From an optimization exercise on the open Yosys and OpenROAD flow, aimed at small area, a short achievable clock period and few clock cycles per item; shortcuts taken in it are not production practice.
The RTL was checked by simulation tests, not by an equivalence proof against the original design.
Power is estimated from default activity; no workload was simulated.

==> flow/design.v (excerpt) <==
module dual_stream_merge (
    input  logic                                 clk_i,
    input  logic                                 rst_n_i,
    input  logic [1:0]                           wr_valid_i,
    input  logic [2*64-1:0]            wr_data_i,   
    output logic [1:0]                           wr_ready_o,
    output logic [2*($clog2(16)+1)-1:0] wr_free_o,  
    input  logic                                 out_ready_i,
    output logic                                 out_valid_o,
    output logic [32+1:0]             out_beat_o   
);
export LEC_CHECK = 0
export CAP_MARGIN = 20
export CORE_MARGIN = 2
export CORE_UTILIZATION = 70
export CTS_CLUSTER_DIAMETER = 100
export CTS_CLUSTER_SIZE = 30
export SETUP_SLACK_MARGIN = 2.5
export SLEW_MARGIN = 20
export TNS_END_PERCENT = 5
export BUFFER_PORTS_ARGS = -buffer_cell sky130_fd_sc_hd__buf_4
create_clock -name core_clock -period 4.5 [get_ports {clk_i}]
standard.sh (not shown) runs the stock make flow with config.mk's settings and CLKGATE_MAP_FILE= SYNTH_SCRIPT=/design/flow/synth_recipe.tcl, a recipe that flattens the netlist after the stock synthesis.
==> flow/flow/run.sh <==
#!/bin/bash
# The standard layout, with plain buf_4 cells as the port buffers in place of
# the delay cells ORFS's buffer_ports picks by default.
set -euo pipefail
echo 'export BUFFER_PORTS_ARGS = -buffer_cell sky130_fd_sc_hd__buf_4' >> config.mk
bash standard.sh finish > standard_flow.log 2>&1
Testbench counts at the start, summed over its fixed seeds: cycles 6,160, beats 6,144.
Change:
==> flow/run.sh (new file) <==
#!/bin/bash
# synth_recipe.tcl (not shown) runs the flow's synth.tcl, then flattens the netlist and writes it again
# the make line also repeats each setting of config.mk as NAME=value (left out here)
make -C /OpenROAD-flow-scripts/flow DESIGN_CONFIG=/design/flow/config.mk WORK_HOME=/design/flow/orfs CLKGATE_MAP_FILE= SYNTH_SCRIPT=/design/flow/synth_recipe.tcl finish
--- a/flow/config.mk
+++ b/flow/config.mk
@@ -10 +10 @@
-export CORE_UTILIZATION = 70
+export CORE_UTILIZATION = 60
@@ -13 +13 @@
-export SETUP_SLACK_MARGIN = 2.5
+export SETUP_SLACK_MARGIN = 2.35
@@ -15,2 +15 @@
-export TNS_END_PERCENT = 5
-export BUFFER_PORTS_ARGS = -buffer_cell sky130_fd_sc_hd__buf_4
+export TNS_END_PERCENT = 100
removed: flow/flow/run.sh
removed: flow/standard.sh
Outcome: Routed wire length increases by 7.1%. Worst setup slack is better by 78 ps. Global-route usage decreases by 4.7 points. Clock-buffer cell count increases by 4. Area after synthesis is unchanged. Die area increases by about 16%.
Change:
--- a/flow/config.mk
+++ b/flow/config.mk
@@ -13 +13 @@
-export SETUP_SLACK_MARGIN = 2.35
+export SETUP_SLACK_MARGIN = 2.5
@@ -15 +15 @@
-export TNS_END_PERCENT = 100
+export TNS_END_PERCENT = 5
What happened:
- synthesized area stays the same
- power is about the same
- routed wire length goes down by 1.3%
- synthesized cell count does not change
- design area is about the same
- fmax goes down by 3.8%
- register-to-register slack loses 110 ps
- final cell count goes up by 0.40%

---

dual_stream_merge, a different RTL version from the one above (not shown whole).
Size: ~4300 cells after synthesis, roughly 2200 flip-flops, roughly 180 I/O pins.
==> flow/config.mk <==
export PLATFORM = sky130hd
export DESIGN_NAME = dual_stream_merge
export DESIGN_NICKNAME = dual_stream_merge
export VERILOG_FILES = /design/flow/design.v
export SDC_FILE = /design/flow/constraint.sdc
export NUM_CORES = 4
export LEC_CHECK = 0
export CAP_MARGIN = 20
export CORE_MARGIN = 2
export CORE_UTILIZATION = 70
export CTS_CLUSTER_DIAMETER = 100
export CTS_CLUSTER_SIZE = 30
export SETUP_SLACK_MARGIN = 2.5
export SLEW_MARGIN = 20
export TNS_END_PERCENT = 5
export BUFFER_PORTS_ARGS = -buffer_cell sky130_fd_sc_hd__buf_4
==> flow/constraint.sdc <==
create_clock -name core_clock -period 4.5 [get_ports {clk_i}]
set_input_delay 0.9000 -clock core_clock [delete_from_list [all_inputs] [get_ports {clk_i}]]
set_output_delay 0.9000 -clock core_clock [all_outputs]
set_load 0.01 [all_outputs]
==> flow/flow/run.sh <==
#!/bin/bash
# The standard layout, with plain buf_4 cells as the port buffers in place of
# the delay cells ORFS's buffer_ports picks by default.
set -euo pipefail
echo 'export BUFFER_PORTS_ARGS = -buffer_cell sky130_fd_sc_hd__buf_4' >> config.mk
bash standard.sh finish > standard_flow.log 2>&1
Testbench counts at the start, summed over its fixed seeds: cycles 6,160, beats 6,144.
Edit:
==> flow/run.sh (new file) <==
#!/bin/bash
# synth_recipe.tcl (not shown) runs the flow's synth.tcl, then flattens the netlist and writes it again
# the make line also repeats each setting of config.mk as NAME=value (left out here)
make -C /OpenROAD-flow-scripts/flow DESIGN_CONFIG=/design/flow/config.mk WORK_HOME=/design/flow/orfs CLKGATE_MAP_FILE= SYNTH_SCRIPT=/design/flow/synth_recipe.tcl finish
--- a/flow/config.mk
+++ b/flow/config.mk
@@ -8,9 +8,8 @@
 export CAP_MARGIN = 20
 export CORE_MARGIN = 2
-export CORE_UTILIZATION = 70
+export CORE_UTILIZATION = 60
 export CTS_CLUSTER_DIAMETER = 100
 export CTS_CLUSTER_SIZE = 30
-export SETUP_SLACK_MARGIN = 2.5
+export SETUP_SLACK_MARGIN = 2.35
 export SLEW_MARGIN = 20
-export TNS_END_PERCENT = 5
-export BUFFER_PORTS_ARGS = -buffer_cell sky130_fd_sc_hd__buf_4
+export TNS_END_PERCENT = 100
removed: flow/flow/run.sh
removed: flow/standard.sh
Effect: Synthesized cell count stays the same. Synthesized area stays the same. Total power grows by 0.86%. Clock-buffer cell count grows by 9. Setup slack improves by 0.18 ns. Die area grows by 16%. Final area is about the same.
Edit:
--- a/flow/config.mk
+++ b/flow/config.mk
@@ -11,5 +11,5 @@
 export CTS_CLUSTER_DIAMETER = 100
 export CTS_CLUSTER_SIZE = 30
-export SETUP_SLACK_MARGIN = 2.35
+export SETUP_SLACK_MARGIN = 2.5
 export SLEW_MARGIN = 20
-export TNS_END_PERCENT = 100
+export TNS_END_PERCENT = 5
Result: Flip-flop and latch count stays the same; sequential power stays flat; non-clock buffer count is lower by 31; power is lower slightly.

---

Another version of the RTL of dual_stream_merge (not shown whole).
For scale: roughly 2300 flip-flops, about 180 I/O pins.
export LEC_CHECK = 0
export CAP_MARGIN = 20
export CORE_MARGIN = 2
export CORE_UTILIZATION = 70
export CTS_CLUSTER_DIAMETER = 100
export CTS_CLUSTER_SIZE = 30
export SETUP_SLACK_MARGIN = 2.5
export SLEW_MARGIN = 20
export TNS_END_PERCENT = 5
export BUFFER_PORTS_ARGS = -buffer_cell sky130_fd_sc_hd__buf_4
create_clock -name core_clock -period 4.5 [get_ports {clk_i}]
==> flow/flow/run.sh <==
#!/bin/bash
# The standard layout, with plain buf_4 cells as the port buffers in place of
# the delay cells ORFS's buffer_ports picks by default.
set -euo pipefail
echo 'export BUFFER_PORTS_ARGS = -buffer_cell sky130_fd_sc_hd__buf_4' >> config.mk
bash standard.sh finish > standard_flow.log 2>&1
Testbench counts at the start, summed over its fixed seeds: cycles 6,160, beats 6,144.
Rerun with:
==> flow/run.sh (new file) <==
#!/bin/bash
# synth_recipe.tcl (not shown) runs the flow's synth.tcl, then flattens the netlist and writes it again
# the make line also repeats each setting of config.mk as NAME=value (left out here)
make -C /OpenROAD-flow-scripts/flow DESIGN_CONFIG=/design/flow/config.mk WORK_HOME=/design/flow/orfs CLKGATE_MAP_FILE= SYNTH_SCRIPT=/design/flow/synth_recipe.tcl finish
--- a/flow/config.mk
+++ b/flow/config.mk
@@ -9,3 +9,3 @@
 export CORE_MARGIN = 2
-export CORE_UTILIZATION = 70
+export CORE_UTILIZATION = 60
 export CTS_CLUSTER_DIAMETER = 100
@@ -15,2 +15 @@
 export TNS_END_PERCENT = 5
-export BUFFER_PORTS_ARGS = -buffer_cell sky130_fd_sc_hd__buf_4
removed: flow/flow/run.sh
removed: flow/standard.sh
Outcome:
- combinational power grows by 9.6%
- cell area goes up by 0.66%
- global-route usage goes down by 4.8 points
- wire length rose by 6.2%
- via count shrinks by 1.4%

==> port drivers added, routing unchanged <==
In the flow no input, the clock included, has a driving cell. The finished layouts below were timed again as built, in two steps. Step 1 (the two cells are an assumption about what drives the block):
set clk [get_ports {clk_i}]
set_driving_cell -lib_cell sky130_fd_sc_hd__clkbuf_16 $clk
set_driving_cell -lib_cell sky130_fd_sc_hd__buf_2 [delete_from_list [all_inputs] $clk]
Step 2 also shifts input and output timing later by t, the mid clock arrival at the registers, as if the neighbouring blocks saw the same clock. a / b / c = ideal / step 1 / step 2; a / b = the first two.
| run | t, ns | setup WS [ns] | hold WS [ns] | worst setup path after step 2 |
|---|---|---|---|---|
| the first run of note 1 | 0.815 | 2.145 / 2.145 / 1.797 | 0.169 / 0.119 / 0.430 | input to register |
| the second run of note 1 | 0.837 | 2.223 / 2.138 / 1.699 | 0.157 / 0.109 / 0.457 | input to register |
| the third run of note 1 | 0.845 | 2.132 / 2.132 / 1.538 | 0.094 / 0.043 / 0.459 | input to register |
| the first run of note 2 | 0.798 | 2.085 / 2.085 / 1.812 | 0.298 / 0.241 / 0.482 | input to register |
| the second run of note 2 | 0.810 | 2.262 / 2.193 / 1.674 | 0.242 / 0.181 / 0.438 | input to register |
| the third run of note 2 | 0.833 | 2.110 / 2.110 / 1.612 | 0.188 / 0.135 / 0.453 | input to register |
| the first run of note 3 | 0.826 | 2.061 / 2.057 / 1.673 | 0.289 / 0.231 / 0.447 | input to register |
| the second run of note 3 | 0.842 | 2.057 / 2.034 / 1.632 | 0.186 / 0.125 / 0.444 | input to register |
After both steps setup and hold are still met in every run listed. The setup slack of the third run of note 1, which loses most, moves by 0.000 ns with the drivers and by -0.594 ns with both steps.
